This design comes from an exercise in tuning for small area, a short achievable clock period and few clock cycles on the open sky130 flow, not from production work.
At most, simulation tests tie the RTL to the original design; equivalence was not proved.

## invoice_amount_parser
module invoice_amount_parser #(
	parameter int MAX_DIGITS = MAX_DIGITS_DEF
) (
	input  logic               clk,
	input  logic               arst_n,
	input  logic               in_valid,
	output logic               in_stall,
	input  logic [CHAR_W-1:0]  character,
	input  logic               last_char,
	output logic               out_valid,
	input  logic               out_stall,
	output logic [1:0]         status,
	output logic [SAT_W-1:0]   satoshis,
	output logic [FLASH_W-1:0] flash_count
);
==> flow/config.mk <==
export PLATFORM = sky130hd
export DESIGN_NAME = invoice_amount_parser
export DESIGN_NICKNAME = invoice_amount_parser
export VERILOG_FILES = /design/flow/design.v
export SDC_FILE = /design/flow/constraint.sdc
export NUM_CORES = 4
export LEC_CHECK = 0
export ABC_CLOCK_PERIOD_IN_PS = 3000
export CAP_MARGIN = 20
export CORE_MARGIN = 2
export CORE_UTILIZATION = 60
export SETUP_SLACK_MARGIN = 5
export SLEW_MARGIN = 20
==> flow/constraint.sdc <==
create_clock -name core_clock -period 9.0 [get_ports {clk}]
set_input_delay 1.8000 -clock core_clock [delete_from_list [all_inputs] [get_ports {clk}]]
set_output_delay 1.8000 -clock core_clock [all_outputs]
set_load 0.01 [all_outputs]
run.sh (not shown) runs the stock make flow with config.mk's settings and CLKGATE_MAP_FILE= SYNTH_SCRIPT=/design/flow/synth_recipe.tcl, a recipe that flattens the netlist after the stock synthesis.
==> next run, changes <==
--- a/flow/design.v
+++ b/flow/design.v
@@ -109,23 +109,23 @@
 		unique case (character)
 			8'h6d:   kind = U_M;
 			8'h75:   kind = U_U;
 			8'h6e:   kind = U_N;
 			8'h70:   kind = U_P;
 			default: is_mnup = 1'b0;
 		endcase
 	end
 	logic dec, pending, can_load, load, proc, fresh;
 	assign dec      = ended_q || (ph_q == PH_DONE);
 	assign pending  = dec && !loaded_q;
-	assign can_load = !active_q && (!ov_q || !out_stall);
+	assign can_load = !active_q && !ov_q;
 	assign load     = pending && can_load;
 	assign proc     = in_valid && !stall_q;
 	assign fresh    = ended_q && (loaded_q || load);
 	logic [1:0]  ph_b, ph_n;
 	logic [3:0]  cnt_b, sig_b, cnt_n;
 	logic        ug_b;
 	logic        in_run, take, ovf_set, unit_hit, pop;
 	logic        ended_n, loaded_n;
 	assign ph_b   = fresh ? PH_SEEK : ph_q;
 	assign cnt_b  = fresh ? 4'd0 : cnt_q;
 	assign sig_b  = fresh ? 4'd0 : sig_q;
@@ -169,28 +169,27 @@
 		accj_q <= accj_x;
 		uk_q   <= uk_x;
 		if (proc) begin
 			if (take) begin
 				sig_q <= (sig_b == 4'd0) ? {3'd0, character[3:0] != 4'd0} : sig_b + 4'd1;
 			end else begin
 				sig_q <= sig_b;
 			end
 		end
 	end
 	logic       shift;
-	logic [2:0] occ, wpos;
+	logic [2:0] wpos;
 	logic [2:0] k_cur;
 	assign k_cur = load ? k_ld : (active_q ? k_q : 3'd0);
 	assign shift = epop || pop;
-	assign occ   = k_cur + ((cnt_b >= 4'd4) ? 3'd4 : cnt_b[2:0]);
-	assign wpos  = shift ? occ - 3'd1 : occ;
+	assign wpos  = (cnt_b >= 4'd4) ? 3'd3 : k_cur + cnt_b[2:0] - {2'd0, epop};
 	always_ff @(posedge clk) begin
 		for (int i = 0; i < 4; i++) begin
 			if (take && wpos == 3'(i)) begin
 				l_q[15-4*i -: 4] <= character[3:0];
 			end else if (shift) begin
 				l_q[15-4*i -: 4] <= (i == 3) ? 4'd0 : l_q[11-4*i -: 4];
 			end
 		end
 	end
 	logic [1:0] st_ld;
 	logic [2:0] k_ld, z_ld;
The changed run produced a clean layout.
Flip-flop and latch count does not change.
Register-to-register slack gets worse by 0.29 ns.
Maximum frequency rose by about 8%.
Via count fell by about 2.5%.
Wire length fell by about 2.7%.
Worst setup slack gets better by 0.32 ns.
No run of this note included a check of the RTL's function; only the layout flow was run.

---

Another version of the RTL of invoice_amount_parser (not shown whole).
Size: ~0.0091 mm2 of cells after synthesis.
## invoice_amount_parser
module invoice_amount_parser #(
	parameter int MAX_DIGITS = MAX_DIGITS_DEF
) (
	input  logic               clk,
	input  logic               arst_n,
	input  logic               in_valid,
	output logic               in_stall,
	input  logic [CHAR_W-1:0]  character,
	input  logic               last_char,
	output logic               out_valid,
	input  logic               out_stall,
	output logic [1:0]         status,
	output logic [SAT_W-1:0]   satoshis,
	output logic [FLASH_W-1:0] flash_count
);
clock: 9.0 ns
lec_check: 0
cap_margin: 20
core_margin: 2
core_utilization: 60
cts_buf_list: sky130_fd_sc_hd__clkbuf_4 sky130_fd_sc_hd__clkbuf_8
slew_margin: 20
standard.sh (not shown) runs the stock make flow with config.mk's settings and CLKGATE_MAP_FILE= SYNTH_SCRIPT=/design/flow/synth_recipe.tcl, a recipe that flattens the netlist after the stock synthesis.
==> flow/flow/run.sh <==
#!/bin/bash
set -euo pipefail
M=5.6
bash standard.sh "SETUP_SLACK_MARGIN=$M" \
  "BUFFER_PORTS_ARGS=-buffer_cell sky130_fd_sc_hd__buf_1" \
  "CTS_ARGS=-sink_clustering_enable -repair_clock_nets -dont_use_dummy_load -buf_list {sky130_fd_sc_hd__clkbuf_4 sky130_fd_sc_hd__clkbuf_8}" \
  finish > make_finish.log 2>&1
The starting point completed without violations.
Rerun with:
--- a/flow/design.v
+++ b/flow/design.v
@@ -84,20 +84,19 @@
 	logic [1:0]  uk_q;        
 	logic        ug_q;        
 	logic [15:0] l_q;
 	logic        accj_q;      
 	logic        ended_q;     
 	logic        loaded_q;    
 	logic        stall_q;
 	logic [1:0]  std_q;       
 	logic [2:0]  kd_q;        
-	logic [4:0]  oh_q;        
-	logic [4:0]  kdh_q;       
+	logic [2:0]  occ_q;       
 	logic        g_q;         
 	logic        dz_q;        
 	logic [56:0] acc_q;
 	logic [2:0]  k_q;         
 	logic [2:0]  z_q;         
 	logic        active_q;
 	logic        eended_q;
 	logic        ov_q;
 	logic [1:0]  st_q;
@@ -121,25 +120,22 @@
 	logic       ir_v, ir_dig, ir_let, ir_mnup, ir_last;
 	logic [1:0] ir_kind;
 	logic [3:0] ir_d;
 	logic       accept, ir_v_n, ir_dig_n;
 	assign accept   = in_valid && !stall_q;
 	logic dec, pending, can_load, load, proc, fresh;
 	assign dec      = ended_q || (ph_q == PH_DONE);
 	assign pending  = dec && !loaded_q;
 	assign can_load = !active_q && !ov_q;
-	assign load     = pending && can_load;
-	assign fresh    = ended_q && (loaded_q || load);
-	logic blocked;
-	assign blocked  = (ended_q && !loaded_q && !load) ||
-	                  (ir_dig && !fresh && (ph_q == PH_DIG) && (cnt_q >= 4'd4) &&
-	                   (cnt_q < 4'(MAX_DIGITS)) && (active_q || ov_q));
-	assign proc     = ir_v && !blocked;
+	logic load_q, fresh_q, blocked_q;
+	assign load     = load_q;
+	assign fresh    = fresh_q;
+	assign proc     = ir_v && !blocked_q;
 	logic [1:0]  ph_b, ph_n;
 	logic [3:0]  cnt_b, sig_b, cnt_n;
 	logic        ug_b;
 	logic        in_run, take, ovf_set, unit_hit, pop;
 	logic        ended_n, loaded_n;
 	assign ph_b   = fresh ? PH_SEEK : ph_q;
 	assign cnt_b  = fresh ? 4'd0 : cnt_q;
 	assign sig_b  = fresh ? 4'd0 : sig_q;
 	assign ug_b   = fresh ? 1'b0 : ug_q;
@@ -184,33 +180,27 @@
 		if (proc) begin
 			if (take) begin
 				sig_q <= (sig_b == 4'd0) ? {3'd0, ir_d != 4'd0} : sig_b + 4'd1;
 			end else begin
 				sig_q <= sig_b;
 			end
 		end
 	end
 	logic       shift;
-	logic [3:0] wsel;
+	logic [2:0] wpos;
 	assign shift = epop || pop;
-	logic [4:0] ohc, oh_n;
-	assign ohc  = load ? kdh_q : oh_q;
-	assign wsel = epop ? ohc[4:1] : {ohc[4] | ohc[3], ohc[2:0]};
-	always_comb begin
-		unique case ({epop, take && !pop})
-			2'b10:   oh_n = {1'b0, ohc[4:1]};
-			2'b01:   oh_n = {ohc[3:0], 1'b0};
-			default: oh_n = ohc;
-		endcase
-	end
+	logic [2:0] occ_cur, occ_n;
+	assign occ_cur = load ? kd_q : occ_q;
+	assign wpos    = (occ_cur == 3'd4) ? 3'd3 : occ_cur - {2'd0, epop};
+	assign occ_n   = occ_cur - {2'd0, epop} + {2'd0, take && !pop};
 	always_ff @(posedge clk) begin
 		for (int i = 0; i < 4; i++) begin
-			if (take && wsel[i]) begin
+			if (take && wpos == 3'(i)) begin
 				l_q[15-4*i -: 4] <= ir_d;
 			end else if (shift) begin
 				l_q[15-4*i -: 4] <= (i == 3) ? 4'd0 : l_q[11-4*i -: 4];
 			end
 		end
 	end
 	logic [1:0] st_ld;
 	logic [2:0] k_ld, z_ld;
 	logic [4:0] fl_ld;
@@ -288,54 +278,59 @@
 			ir_d    <= character[3:0];
 			ir_last <= last_char;
 		end
 	end
 	always_ff @(posedge clk or negedge arst_n) begin
 		if (!arst_n) begin
 			active_q <= 1'b0;
 			ov_q     <= 1'b0;
 			stall_q  <= 1'b0;
+			load_q   <= 1'b0;
+			fresh_q  <= 1'b1;
+			blocked_q <= 1'b0;
 		end else begin
 			active_q <= active_n;
 			ov_q     <= ov_n;
 			stall_q  <= ir_v_n && blocked_n;
+			load_q   <= load_n;
+			fresh_q  <= fresh_n;
+			blocked_q <= blocked_n;
 		end
 	end
 	logic [56:0] h_a, h_s;
 	logic [3:0]  h_d;
 	logic step_x, ok_x, g_x, dz_x;
 	logic [2:0] kld_x;
 	assign step_x    = active_n && !(kz_n && zz_n);
 	assign pending_x = (ended_n || (ph_x == PH_DONE)) && !loaded_n;
 	logic [1:0] st_x;
 	assign st_x      = f_status(ph_x, cnt_n, ug_x);
 	assign ok_x      = (st_x == ST_OK);
-	assign kld_x     = f_pops(ok_x, uk_x, cnt_n);
+	assign kld_x     = f_pops(ok_x, uk_x, proc ? cnt_b : cnt_q);
 	assign g_x       = step_x || (pending_x ? (ok_x && accj_x) : accj_x);
 	assign dz_x      = step_x ? kz_n : (pending_x && (kld_x == 3'd0));
 	assign h_a = acc_q;
 	assign h_d = dz_q ? 4'd0 : l_q[15:12];
 	iap_mul10_add #(.W(57)) u_h (.a(h_a), .d(h_d), .s(h_s));
 	always_ff @(posedge clk or negedge arst_n) begin
 		if (!arst_n) begin
-			oh_q  <= 5'b00001;
+			occ_q <= 3'd0;
 		end else begin
-			oh_q  <= oh_n;
+			occ_q <= occ_n;
 		end
 	end
 	always_ff @(posedge clk) begin
 		g_q  <= g_x;
 		dz_q <= dz_x;
 	end
 	always_ff @(posedge clk) begin
 		std_q    <= st_x;
 		kd_q     <= kld_x;
-		kdh_q    <= 5'b00001 << kld_x;
 		eended_q <= eended_n;
 		k_q      <= k_n;
 		z_q      <= z_n;
 		if (load) begin
 			st_q  <= st_ld;
 			fl_q  <= fl_ld;
 		end
 		if (step || pop || (load && ((k_ld != 3'd0) || !(ok_ld && accj_q)))) begin
 			acc_q <= g_q ? h_s : {53'd0, h_d};
The changed run completed with no timing, DRC or antenna violations.
Maximum frequency hardly moves.
Synthesized area drops by roughly a tenth.
Sequential share of layout area climbs by 3.0 points.
Routed wire length drops by about a fifth.
Clock skew climbs by 6.0 ps.
Setup slack improved by 7.3 ps.
Final cell count drops by roughly a tenth.
Final area drops by roughly a tenth.
Testbench counts after the change, summed over its fixed seeds: cycles 33,131.
No functional check of the RTL was part of the first run of this note.

---

invoice_amount_parser, a different RTL version from the one above (not shown whole).
Size: ~860 cells after synthesis, roughly 79 I/O pins, ~0.0085 sq mm of cells after synthesis.
// invoice_amount_parser
module invoice_amount_parser #(
	parameter int MAX_DIGITS = MAX_DIGITS_DEF
) (
	input  logic               clk,
	input  logic               arst_n,
	input  logic               in_valid,
	output logic               in_stall,
	input  logic [CHAR_W-1:0]  character,
	input  logic               last_char,
	output logic               out_valid,
	input  logic               out_stall,
	output logic [1:0]         status,
	output logic [SAT_W-1:0]   satoshis,
	output logic [FLASH_W-1:0] flash_count
);
export LEC_CHECK = 0
export CAP_MARGIN = 20
export CORE_MARGIN = 2
export CORE_UTILIZATION = 60
export CTS_BUF_LIST = sky130_fd_sc_hd__clkbuf_4 sky130_fd_sc_hd__clkbuf_8
export SLEW_MARGIN = 20
create_clock -name core_clock -period 9.0 [get_ports {clk}]
Scripts as last shown in full above: flow/flow/run.sh
Testbench counts at the start, summed over its fixed seeds: cycles 33,131.
Edit:
--- a/flow/design.v
+++ b/flow/design.v
@@ -81,13 +81,12 @@
 	logic [1:0]  ph_q;
 	logic [3:0]  cnt_q;       
 	logic [3:0]  sig_q;       
 	logic [1:0]  uk_q;        
 	logic        ug_q;        
 	logic [15:0] l_q;
-	logic        accj_q;      
 	logic        ended_q;     
 	logic        loaded_q;    
 	logic        stall_q;
 	logic [1:0]  std_q;       
 	logic [2:0]  kd_q;        
 	logic [2:0]  occ_q;       
@@ -123,19 +122,16 @@
 	logic       accept, ir_v_n, ir_dig_n;
 	assign accept   = in_valid && !stall_q;
 	logic dec, pending, can_load, load, proc, fresh;
 	assign dec      = ended_q || (ph_q == PH_DONE);
 	assign pending  = dec && !loaded_q;
 	assign can_load = !active_q && !ov_q;
-	assign load     = pending && can_load;
-	assign fresh    = ended_q && (loaded_q || load);
-	logic blocked;
-	assign blocked  = (ended_q && !loaded_q && !load) ||
-	                  (ir_dig && !fresh && (ph_q == PH_DIG) && (cnt_q >= 4'd4) &&
-	                   (cnt_q < 4'(MAX_DIGITS)) && (active_q || ov_q));
-	assign proc     = ir_v && !blocked;
+	logic load_q, fresh_q, blocked_q;
+	assign load     = load_q;
+	assign fresh    = fresh_q;
+	assign proc     = ir_v && !blocked_q;
 	logic [1:0]  ph_b, ph_n;
 	logic [3:0]  cnt_b, sig_b, cnt_n;
 	logic        ug_b;
 	logic        in_run, take, ovf_set, unit_hit, pop;
 	logic        ended_n, loaded_n;
 	assign ph_b   = fresh ? PH_SEEK : ph_q;
@@ -156,32 +152,36 @@
 			default: ph_n = PH_DONE;
 		endcase
 	end
 	assign ended_n  = proc ? ir_last : ended_q;
 	assign loaded_n = (proc && fresh) ? 1'b0 : (loaded_q || load);
 	assign cnt_n    = proc ? (take ? cnt_b + 4'd1 : (ovf_set ? 4'd13 : cnt_b)) : cnt_q;
+	logic ne_q, nl_q;
+	assign ended_q  = !ne_q;
+	assign loaded_q = !nl_q;
 	always_ff @(posedge clk or negedge arst_n) begin
 		if (!arst_n) begin
-			ended_q  <= 1'b1;
-			loaded_q <= 1'b1;
+			ne_q <= 1'b0;
+			nl_q <= 1'b0;
 		end else begin
-			ended_q  <= ended_n;
-			loaded_q <= loaded_n;
+			ne_q <= !ended_n;
+			nl_q <= !loaded_n;
 		end
 	end
 	logic [1:0] ph_x, uk_x;
 	logic       ug_x, accj_x;
 	assign ph_x   = proc ? ph_n : ph_q;
 	assign ug_x   = proc ? (unit_hit ? ir_mnup : ug_b) : ug_q;
 	assign uk_x   = unit_hit ? ir_kind : uk_q;
-	assign accj_x = proc ? ((fresh ? 1'b0 : accj_q) || pop) : accj_q;
+	logic accj_q;
+	assign accj_q = (cnt_q >= 4'd5);
+	assign accj_x = (cnt_n >= 4'd5);
 	always_ff @(posedge clk) begin
 		ph_q   <= ph_x;
 		ug_q   <= ug_x;
 		cnt_q  <= cnt_n;
-		accj_q <= accj_x;
 		uk_q   <= uk_x;
 		if (proc) begin
 			if (take) begin
 				sig_q <= (sig_b == 4'd0) ? {3'd0, ir_d != 4'd0} : sig_b + 4'd1;
 			end else begin
 				sig_q <= sig_b;
@@ -284,28 +284,34 @@
 	end
 	always_ff @(posedge clk or negedge arst_n) begin
 		if (!arst_n) begin
 			active_q <= 1'b0;
 			ov_q     <= 1'b0;
 			stall_q  <= 1'b0;
+			load_q   <= 1'b0;
+			fresh_q  <= 1'b1;
+			blocked_q <= 1'b0;
 		end else begin
 			active_q <= active_n;
 			ov_q     <= ov_n;
 			stall_q  <= ir_v_n && blocked_n;
+			load_q   <= load_n;
+			fresh_q  <= fresh_n;
+			blocked_q <= blocked_n;
 		end
 	end
 	logic [56:0] h_a, h_s;
 	logic [3:0]  h_d;
 	logic step_x, ok_x, g_x, dz_x;
 	logic [2:0] kld_x;
 	assign step_x    = active_n && !(kz_n && zz_n);
 	assign pending_x = (ended_n || (ph_x == PH_DONE)) && !loaded_n;
 	logic [1:0] st_x;
 	assign st_x      = f_status(ph_x, cnt_n, ug_x);
 	assign ok_x      = (st_x == ST_OK);
-	assign kld_x     = f_pops(ok_x, uk_x, cnt_n);
+	assign kld_x     = f_pops(ok_x, uk_x, proc ? cnt_b : cnt_q);
 	assign g_x       = step_x || (pending_x ? (ok_x && accj_x) : accj_x);
 	assign dz_x      = step_x ? kz_n : (pending_x && (kld_x == 3'd0));
 	assign h_a = acc_q;
 	assign h_d = dz_q ? 4'd0 : l_q[15:12];
 	iap_mul10_add #(.W(57)) u_h (.a(h_a), .d(h_d), .s(h_s));
 	always_ff @(posedge clk or negedge arst_n) begin
The changed run passed the timing, design-rule and antenna checks.
Count of clock-buffer cells in the layout stays the same.
Die area shrinks by 0.43%.
Worst setup slack degrades by 0.025 ns.
Critical path depth grows by 1.
Synthesized cell count shrinks by 2.0%.
Design area is about the same.
Utilization grows by 0.27 points.
Wire length shrinks by 2.5%.
Hold slack degrades by 0.023 ns.
Sequential share of layout area grows by 0.58 points.
Cell count shrinks by 1.1%.
The RTL of the second run of this note was laid out without a check of its function.

[static timing again, ports no longer ideal]
How much do the figures lean on ideal ports? The routed layouts below were timed once more, with nothing changed but the port constraints. Step 1 assumes that a clkbuf_16 drives the clock port and a buf_2 every other input. Step 2 times the ports against the registers' clock, not the clock port: input delays grow and output delays shrink by t, the midpoint of the rising clock arrivals with the driver on. a / b / c = no drivers / after step 1 / after step 2; a / b = the first two.
run	t (ns)	slack for setup (ns)	clock arrival spread, ns	worst slew at a driven data input, ns
the first run of note 1	0.393	4.769 / 4.780 / 4.387	0.008 / 0.008	0.04
the second run of note 1	0.398	5.085 / 5.096 / 4.708	0.006 / 0.006	0.04
the first run of note 2	0.469	5.752 / 5.752 / 5.752	0.025 / 0.025	0.03
the second run of note 2	0.465	5.759 / 5.759 / 5.750	0.025 / 0.025	0.03
the first run of note 3	0.454	5.702 / 5.702 / 5.702	0.016 / 0.017	0.03
the second run of note 3	0.471	5.677 / 5.677 / 5.472	0.033 / 0.033	0.03
After both steps setup and hold are still met in every run listed. For the first run of note 1, which loses most, drivers alone change the setup slack by +0.011 ns; drivers and shift together by -0.382 ns.
